From an optimization exercise on the open Yosys and OpenROAD flow, aimed at small area, a short achievable clock period and few clock cycles per item; shortcuts taken in it are not production practice.
The RTL was checked by simulation tests, not by an equivalence proof against the original design.
Power figures rest on the tool's default switching activity, not on a simulated workload.

## flow/design.v (module list and top-level ports; edited modules follow where they fit)
// module execute_mc: 2459 lines
module execute_mc #(
  parameter int N      = 64,
  parameter int MUL_EN = 1
) (
  input  logic         clk,
  input  logic         reset,
  input  logic         valid_E,
  input  logic         flush_E,
  input  logic         AluSrc,
  input  logic [3:0]   AluControl,
  input  logic         MulOp,
  input  logic [N-1:0] PC_E,
  input  logic [N-1:0] signImm_E,
  input  logic [N-1:0] readData1_E,
  input  logic [N-1:0] readData2_E,
  output logic         stall_E,
  output logic [N-1:0] PCBranch_M,
  output logic [N-1:0] aluResult_M,
  output logic [N-1:0] writeData_M,
  output logic         zero_M,
  output logic         valid_M
);
  // ...
==> flow/flow/run.sh <==
#!/bin/bash
set -euo pipefail
export BUFFER_PORTS_ARGS="-buffer_cell sky130_fd_sc_hd__buf_1"
R=orfs/results/sky130hd/execute_mc/base
bash standard.sh MATCH_CELL_FOOTPRINT=0 synth > synth.log 2>&1
cp $R/1_2_yosys.v $R/1_2_yosys.synth.v
python3 flow/polarity.py $R/1_2_yosys.synth.v $R/1_2_yosys.v > polarity.log 2>&1
rm -f $R/1_synth.odb
bash standard.sh MATCH_CELL_FOOTPRINT=0 finish > finish.log 2>&1
==> flow/flow/polarity.py <==
#!/usr/bin/env python3
"""Remove inverters around full-adder cells by choosing each full adder's polarity.

A full adder is self-dual: FA(~a, ~b, ~c) = (~cout, ~sum). Synthesis leaves many inverters
between fa cells; this flips full adders (inverting all their inputs and outputs) where that
lowers the number of inverters, then rebuilds the inverters each signal needs.
Registers and all other cells are left as they are. Usage: polarity.py in.v out.v
"""
import re
import sys

src = open(sys.argv[1]).read()
cell_re = re.compile(r'^(\s*)(sky130_fd_sc_hd__\w+)\s+(\S+)\s*\((.*?)\);\n', re.S | re.M)
pin_re = re.compile(r'\.(\w+)\(\s*([^()]*?)\s*\)')

cells = []          # [type, name, {pin: net}, span]
for m in cell_re.finditer(src):
    pins = dict(pin_re.findall(m.group(4)))
    cells.append([m.group(2), m.group(3), pins, m.span()])

OUTP = {'X', 'Y', 'Q', 'Q_N', 'COUT', 'SUM', 'HI', 'LO'}
def is_inv(t):
    return re.match(r'sky130_fd_sc_hd__(clk)?inv_\d+$', t) is not None
def is_fa(t):
    return re.match(r'sky130_fd_sc_hd__fa_\d+$', t) is not None

drv = {}            # net -> cell index
for k, (t, n, pins, _) in enumerate(cells):
    for p, net in pins.items():
        if p in OUTP:
            drv[net] = k

# nets used outside cell pins (assign statements, ports) are protected
body_wo_cells = cell_re.sub('', src)
protected = set()
for m in re.finditer(r'assign\s+(.*?);', body_wo_cells, re.S):
    for tok in re.findall(r'[\\]?[A-Za-z_][\w$\[\]\.]*(?:\s*\[\d+\])?', m.group(1)):
        protected.add(tok.strip())
port_names = set()
for m in re.finditer(r'^\s*(input|output)\s+(?:\[\d+:\d+\]\s*)?(\S+);', src, re.M):
    port_names.add(m.group(2))
def is_port_net(net):
    base = net.split('[')[0].strip()
    return base in port_names

def root(net):
    par = 0
    seen = 0
    while net in drv and is_inv(cells[drv[net]][0]):
        net = cells[drv[net]][2]['A']
        par ^= 1
        seen += 1
        if seen > 100:
            raise SystemExit('inverter loop')
    return net, par

inv_cells = [k for k, c in enumerate(cells) if is_inv(c[0])]
fa_cells = [k for k, c in enumerate(cells) if is_fa(c[0])]

# signals (roots) touching full adders
S = set()
for k in fa_cells:
    pins = cells[k][2]
    for p in ('A', 'B', 'CIN'):
        S.add(root(pins[p])[0])
    for p in ('COUT', 'SUM'):
        if p in pins:
            S.add(pins[p])

# inverter trees of these signals; frozen if any inverter output is protected or a port
tree = {v: [] for v in S}
for k in inv_cells:
    out = cells[k][2]['Y']
    v, par = root(out)
    if v in tree:
        tree[v].append(k)
frozen = set()
for v in S:
    if v in protected or is_port_net(v):
        pass
    for k in tree[v]:
        out = cells[k][2]['Y']
        if out in protected or is_port_net(out):
            frozen.add(v)

# consumers of each signal: (cell index, pin, parity)
cons = {v: [] for v in S}
for k, (t, n, pins, _) in enumerate(cells):
    if is_inv(t):
        continue
    for p, net in pins.items():
        if p in OUTP:
            continue
        v, par = root(net)
        if v in cons:
            cons[v].append((k, p, par))

xflip = {k: 0 for k in fa_cells}
fa_out = {}         # signal -> fa cell driving it
for k in fa_cells:
    for p in ('COUT', 'SUM'):
        if p in cells[k][2]:
            fa_out[cells[k][2][p]] = k
fixed = set()
for v in frozen:
    if v in fa_out:
        fixed.add(fa_out[v])
    for (k, p, par) in cons[v]:
        if k in xflip:
            fixed.add(k)

def phys(v):
    return xflip[fa_out[v]] if v in fa_out else 0
def need_inv(v):
    pv = phys(v)
    for (k, p, par) in cons[v]:
        q = par ^ (xflip[k] if k in xflip else 0)
        if q != pv:
            return 1
    return 0
def touched(k):
    pins = cells[k][2]
    sig = set(root(pins[p])[0] for p in ('A', 'B', 'CIN'))
    for p in ('COUT', 'SUM'):
        if p in pins:
            sig.add(pins[p])
    return sig

before = sum(need_inv(v) for v in S if v not in frozen)
orig_invs = sum(len(tree[v]) for v in S if v not in frozen)
improved = True
passes = 0
while improved and passes < 50:
    improved = False
    passes += 1
    for k in fa_cells:
        if k in fixed:
            continue
        sig = [v for v in touched(k) if v not in frozen]
        c0 = sum(need_inv(v) for v in sig)
        xflip[k] ^= 1
        c1 = sum(need_inv(v) for v in sig)
        if c1 < c0:
            improved = True
        else:
            xflip[k] ^= 1
after = sum(need_inv(v) for v in S if v not in frozen)
sys.stderr.write(f"polarity: {len(fa_cells)} full adders, {sum(xflip.values())} flipped; "
                 f"inverters on their signals {orig_invs} -> {after} (before flips {before})\n")

def esc(net):
    return net + ' ' if net.startswith('\\') else net

# rebuild
new_pins = {}       # cell index -> {pin: net}
remove = set()
add_cells = []
add_wires = []
nid = 0
for v in S:
    if v in frozen:
        continue
    for k in tree[v]:
        remove.add(k)
    pv = phys(v)
    vbar = None
    if need_inv(v):
        # reuse an existing first-level inverter's name if there is one
        for k in tree[v]:
            if cells[k][2]['A'] == v:
                vbar = cells[k][2]['Y']
                iname = cells[k][1]
                break
        if vbar is None:
            nid += 1
            vbar = f"_polinv_{nid}_"
            iname = f"_polinv_cell_{nid}_"
            add_wires.append(vbar)
        add_cells.append(f"  sky130_fd_sc_hd__inv_1 {iname} (\n    .A({esc(v)}),\n    .Y({esc(vbar)})\n  );\n")
    for (k, p, par) in cons[v]:
        q = par ^ (xflip[k] if k in xflip else 0)
        new_pins.setdefault(k, {})[p] = v if q == pv else vbar

out = []
last = 0
for k, (t, n, pins, span) in enumerate(cells):
    out.append(src[last:span[0]])
    last = span[1]
    if k in remove:
        continue
    if k in new_pins:
        pins = dict(pins)
        pins.update(new_pins[k])
        plist = ",\n".join(f"    .{p}({esc(net)})" for p, net in pins.items())
        out.append(f"  {t} {n} (\n{plist}\n  );\n")
    else:
        out.append(src[span[0]:span[1]])
    if k == len(cells) - 1:
        out.extend(add_cells)
out.append(src[last:])
res = "".join(out)
if add_wires:
    decl = "".join(f"  wire {w};\n" for w in add_wires)
    res = re.sub(r'(module execute_mc\(.*?\);\n)', lambda m: m.group(1) + decl, res, count=1, flags=re.S)
open(sys.argv[2], 'w').write(res)
==> flow/standard.sh <==
#!/bin/bash
# synth_recipe.tcl (not shown) runs the flow's synth.tcl, then flattens the netlist and writes it again
# the make line also repeats each setting of config.mk as NAME=value (left out here)
make -C /OpenROAD-flow-scripts/flow DESIGN_CONFIG=/design/flow/config.mk WORK_HOME=/design/flow/orfs CLKGATE_MAP_FILE= SYNTH_SCRIPT=/design/flow/synth_recipe.tcl "${@:-finish}"
==> flow/config.mk <==
export PLATFORM = sky130hd
export DESIGN_NAME = execute_mc
export DESIGN_NICKNAME = execute_mc
export VERILOG_FILES = /design/flow/design.v
export SDC_FILE = /design/flow/constraint.sdc
export NUM_CORES = 4
export LEC_CHECK = 0
export ABC_AREA = 1
export CAP_MARGIN = 20
export CORE_MARGIN = 2
export CORE_UTILIZATION = 62
export SETUP_SLACK_MARGIN = 3.7
export SLEW_MARGIN = 20
export TNS_END_PERCENT = 5
==> flow/constraint.sdc <==
create_clock -name core_clock -period 7.0 [get_ports {clk}]
set_input_delay 1.4000 -clock core_clock [delete_from_list [all_inputs] [get_ports {clk}]]
set_output_delay 1.4000 -clock core_clock [all_outputs]
set_load 0.01 [all_outputs]
==> results_dict.tcl, run 1 <==
set metrics [dict create \
    status "finished clean" \
    endpoint_kind "primary output" \
    pg_comb_w 0.0132 \
    cts_setup_buffers 28 \
    portBuffers 460 \
    area.growth.synth_to_final_pct 20.58 \
    multi_input_cells 3881 \
    cts_resized 191 \
    power_leader "combinational cells" \
    p_clk_w 0.00206 \
    seqPwrFrac_pct 15.9 \
    taps 782 \
    crit_chain "ha_4, nor2_1, nand2_1, buf_4, buf_4, buf_4, buf_4, buf_4, buf_4, buf_4, xor2_1, buf_1" \
    holdBufCountCts 0 \
    p_total_w 0.01816 \
    cp.required_ps 5600 \
    synth_cells 5023 \
    worst_pin_slew_ps 1285 \
    critical-path-top-delay-family "buffers and inverters" \
    fin_hold_ws_ps 480.0 \
    grt_overflow 0 \
    wl_mm 177.4 \
    fill_cells 4548 \
    fin_cells 6299 \
    hold_path_end "cnt_q[0]" \
    path_clk_slew_ps 60 \
    layout_common_cells "nand2_1 (814), xor2_1 (445), o22ai_1 (441), buf_1 (431), inv_1 (428)" \
    worst_clock_skew_ps 31.00 \
    nFlopsAndLatches 281 \
    cts.sinks 281 \
    fmax_mhz 238.8 \
    nets 6340 \
    p_leak_nw 19.92 \
    p_int_w 0.008878 \
    worstHoldPathType "flop to flop" \
    reg.largest.list "A_q: 64 flops, PCB_q: 64 flops, X_q: 64 flops" \
    wl_met1_mm 59.42 \
    fin_ws_ps 2812 \
    dr_total_vias 43002 \
]
Testbench counts, summed over its fixed seeds: cycles 35,101, instrs 24,000.
==> run 2, diff against run 1 <==
--- a/flow/config.mk
+++ b/flow/config.mk
@@ -9,6 +9,7 @@
 export CAP_MARGIN = 20
 export CORE_MARGIN = 2
 export CORE_UTILIZATION = 62
+export PLACE_DENSITY = 0.72
 export SETUP_SLACK_MARGIN = 3.7
 export SLEW_MARGIN = 20
 export TNS_END_PERCENT = 5
==> run 2 against run 1 <==
Effect of this change:
- clock skew decreased by 7.1 ps
- sequential power about the same
- combinational power increased by 3%
- cell area increased by 0.28%
- non-clock buffer count decreased by 35
- wire length increased by 4.2%
- synthesized cell count unchanged
- total power increased by 2.7%
- first-iteration DRC count increased by 19%
- area after synthesis unchanged
- highest routed layer unchanged
- count of clock-buffer cells in the layout decreased by 11
- largest cell class unchanged
- still clean on timing, DRC and antenna
- critical path depth decreased by 4
- critical path type unchanged
==> results_dict.tcl, run 2 <==
set metrics [dict create \
    status "finished clean" \
    hold_depth 1 \
    final_hold_viol_count 0 \
    fmax_mhz 224.1 \
    grt_pass1_vias 38204 \
    portBuffers 460 \
    htreeDepth 2 \
    area.growth.synth_to_final_pct 20.91 \
    place_ws_ps 2399 \
    p_per_area_nw_per_um2 410.2 \
    met2_usage_pct 70.93 \
    syn_area_um2 37580 \
    endpoint_kind "primary output" \
    grtUsageTotal_pct 50.70 \
    arrival_ps 3060 \
    grt_pass1_wl_mm 240.3 \
    critical-path-top-delay-family "simple AND/OR/NAND/NOR gates" \
    timing.final.crit_share_pct 63.76 \
    maxSlewHeadroom_pct 13.21 \
    insertion_delay_ps 600 \
    synth_area_per_cell_um2 7.482 \
    ir_drop_mv 0.2659 \
    p_leak_nw 19.83 \
    synth_warnings 1 \
    wl_mm 184.8 \
    setup_viol 0 \
    slew_violations 0 \
    reg2reg_slack_ps 2930 \
    initial_utilization_pct 62.50 \
    critical-path-slowest-cell "dfxtp_1" \
    slowest_delay_ps 570 \
    layout_common_cells "nand2_1 (812), inv_1 (438), o22ai_1 (436), buf_1 (434), xor2_1 (427)" \
    hpwl_mm 120.6 \
    tns_ps 0 \
    cp_max_fo 3 \
    worstReg2RegEnd "X_q[27]" \
    wl_per_cell_um 29.47 \
    period_minus_slack_ps 4463 \
    cts_tree "yes" \
    die-width_um 250.2 \
    crit_chain "nor2_1, a21oi_1, o22ai_1, nor4_2, nand4_1, nor2_1, and2_4, buf_1" \
    reg2reg_from "A_q[19]" \
    drive_gt1_share_pct 15.60 \
    grt_max_degree 93 \
    worstHoldPathType "flop to flop" \
    final_antenna_net_count 0 \
    post-route-drc-count 0 \
    worst_clock_skew_ps 23.86 \
    fill_cells 4395 \
    dr.first_iter.drc_count 9805 \
    coreArea_um2 60130 \
    fin_ws_ps 2537 \
    grt_use_met1_pct 65.62 \
    p_total_w 0.01864 \
    path_clk_slew_ps 70 \
    hold_path_end "cnt_q[0]" \
    start_kind "flop" \
    critical_path_class "flop to primary output" \
    synth_cells 5023 \
    numCtsBuffers 38 \
    crit_top_cell "nor2_1" \
    hp-start "cnt_q[0]" \
    grt_overflow 0 \
    ios 461 \
    use_met3_pct 23.37 \
    nets 6306 \
    viasPerCell 7.035 \
    syn-num-nets 5889 \
    cts.sinks 281 \
    fin_hold_ws_ps 474.7 \
    drt_pass1_iterations 14 \
    maxCapViolCount 0 \
    clockBufferDepth 3 \
    busiest_layer "met2" \
    ctsRootBufferMaster "clkbuf_16" \
    die_h_um 250.2 \
    cp.required_ps 5600 \
    rsz0062_at_grt "yes" \
    rows 90 \
    grt_antenna_before_repair 24 \
    final_common_cell "nand2_1" \
    gp_congestion 1.012 \
    dr_total_vias 44115 \
    reg.largest.list "A_q: 64 flops, PCB_q: 64 flops, X_q: 64 flops" \
    crit_buf_inv 1 \
    worst_pin_slew_ps 1290 \
    r2r_cells 11 \
    die_area_um2 62610 \
]
## run 2: cell types whose count changed in the layout (fill, tap and decap cells not counted), moves of 13 or more
| cell | previous run | this run |
|---|---|---|
| buf_4 | 224 | 193 |
| fa_1 | 340 | 312 |
| fa_2 | 36 | 64 |
| xor2_1 | 445 | 427 |
| xor2_2 | 12 | 30 |
| dfxtp_1 | 155 | 172 |
| o22ai_4 | 8 | 22 |
| buf_12 | 30 | 17 |
## run 2: final cells by class
cell class                      instances  area, um^2  share of cell area, %
Antenna cell                           22       55.05                 0.1211
Timing Repair Buffer                  720        4488                  9.876
Sequential cell                       281        5917                  13.02
Tap cell                              782       978.4                  2.153
Clock inverter                         23       285.3                 0.6278
Multi-Input combinational cell       3881       30450                  67.00
Timing Repair inverter                  9       63.81                 0.1404
Inverter                              509        2195                  4.829
Clock buffer                           44        1015                  2.233
## run 2: power breakdown
group	internal, W	switching (W)	total, W
combinational	0.00568	0.00789	0.0136
sequential	0.00209	0.000830	0.00292
clock	0.00126	0.000893	0.00216
total	0.00903	0.00961	0.0186
## run 2: timing repair
action | CTS | global route
endpoints found under the setup margin | 200 | 240
resized for setup | 204 | 506
cloned | 6 | 28
pin swaps | 41 | 163
setup buffers | 33 | 157
hold buffers | 0 | 0
## run 2: stage by stage
step	instance area, um^2	utilization, %	instances
finish	45440	75.57	6271
global route	45420	75.53	6261
CTS	41690	69.33	6064
detailed placement	39440	65.60	5958
global placement	39420	65.55	5957
floorplan	37900	-	5023
## run 2: worst max-delay path by stage
stage / startpoint / end / slack [ps] / depth (start not counted)
2_1_floorplan: PC_E[2] / PCB_q[63] / 3460 / 18
3_3_place_gp: AluControl[3] / X_q[46] / 2490 / 11
3_5_place_dp: AluControl[3] / X_q[46] / 2400 / 11
4_1_cts: X_q[52] / zero_M / 2910 / 8
5_1_grt: Y_q[35] / zero_M / 2650 / 8
6_report: Y_q[35] / zero_M / 2540 / 8
## run 2: metal layers
metal	up-vias	wire length, um
li1	17850	-
met3	1479	34450
met2	4538	70760
met5	-	735
met1	20222	61240
met4	26	17610

[afterwards: timing with drivers on the ports]
The results above use ideal ports. As a check the final layouts listed here were re-extracted and re-timed, cells and wires unchanged.
Step 1 sets driving cells, clkbuf_16 on the clock port and buf_2 on the other inputs (assumed; they add their load-dependent delay and slew).
Step 2, shift: input delay + t, output delay - t, t = (earliest + latest rising clock arrival at the registers) / 2. This alone moves slack from input paths to output paths.
a / b / c = ideal / step 1 / step 2; a / b = the first two.
run | shift t [ns] | setup slack, ns | worst setup path at the end | worst slew at a driven data input, ns
run 1 | 0.649 | 2.812 / 2.746 / 2.456 | input to register | 0.20
run 2 | 0.649 | 2.537 / 2.474 / 2.504 | input to register | 0.23
After both steps every run listed still meets setup and hold. For run 1, which loses most, drivers alone change the setup slack by -0.066 ns; drivers and shift together by -0.356 ns.
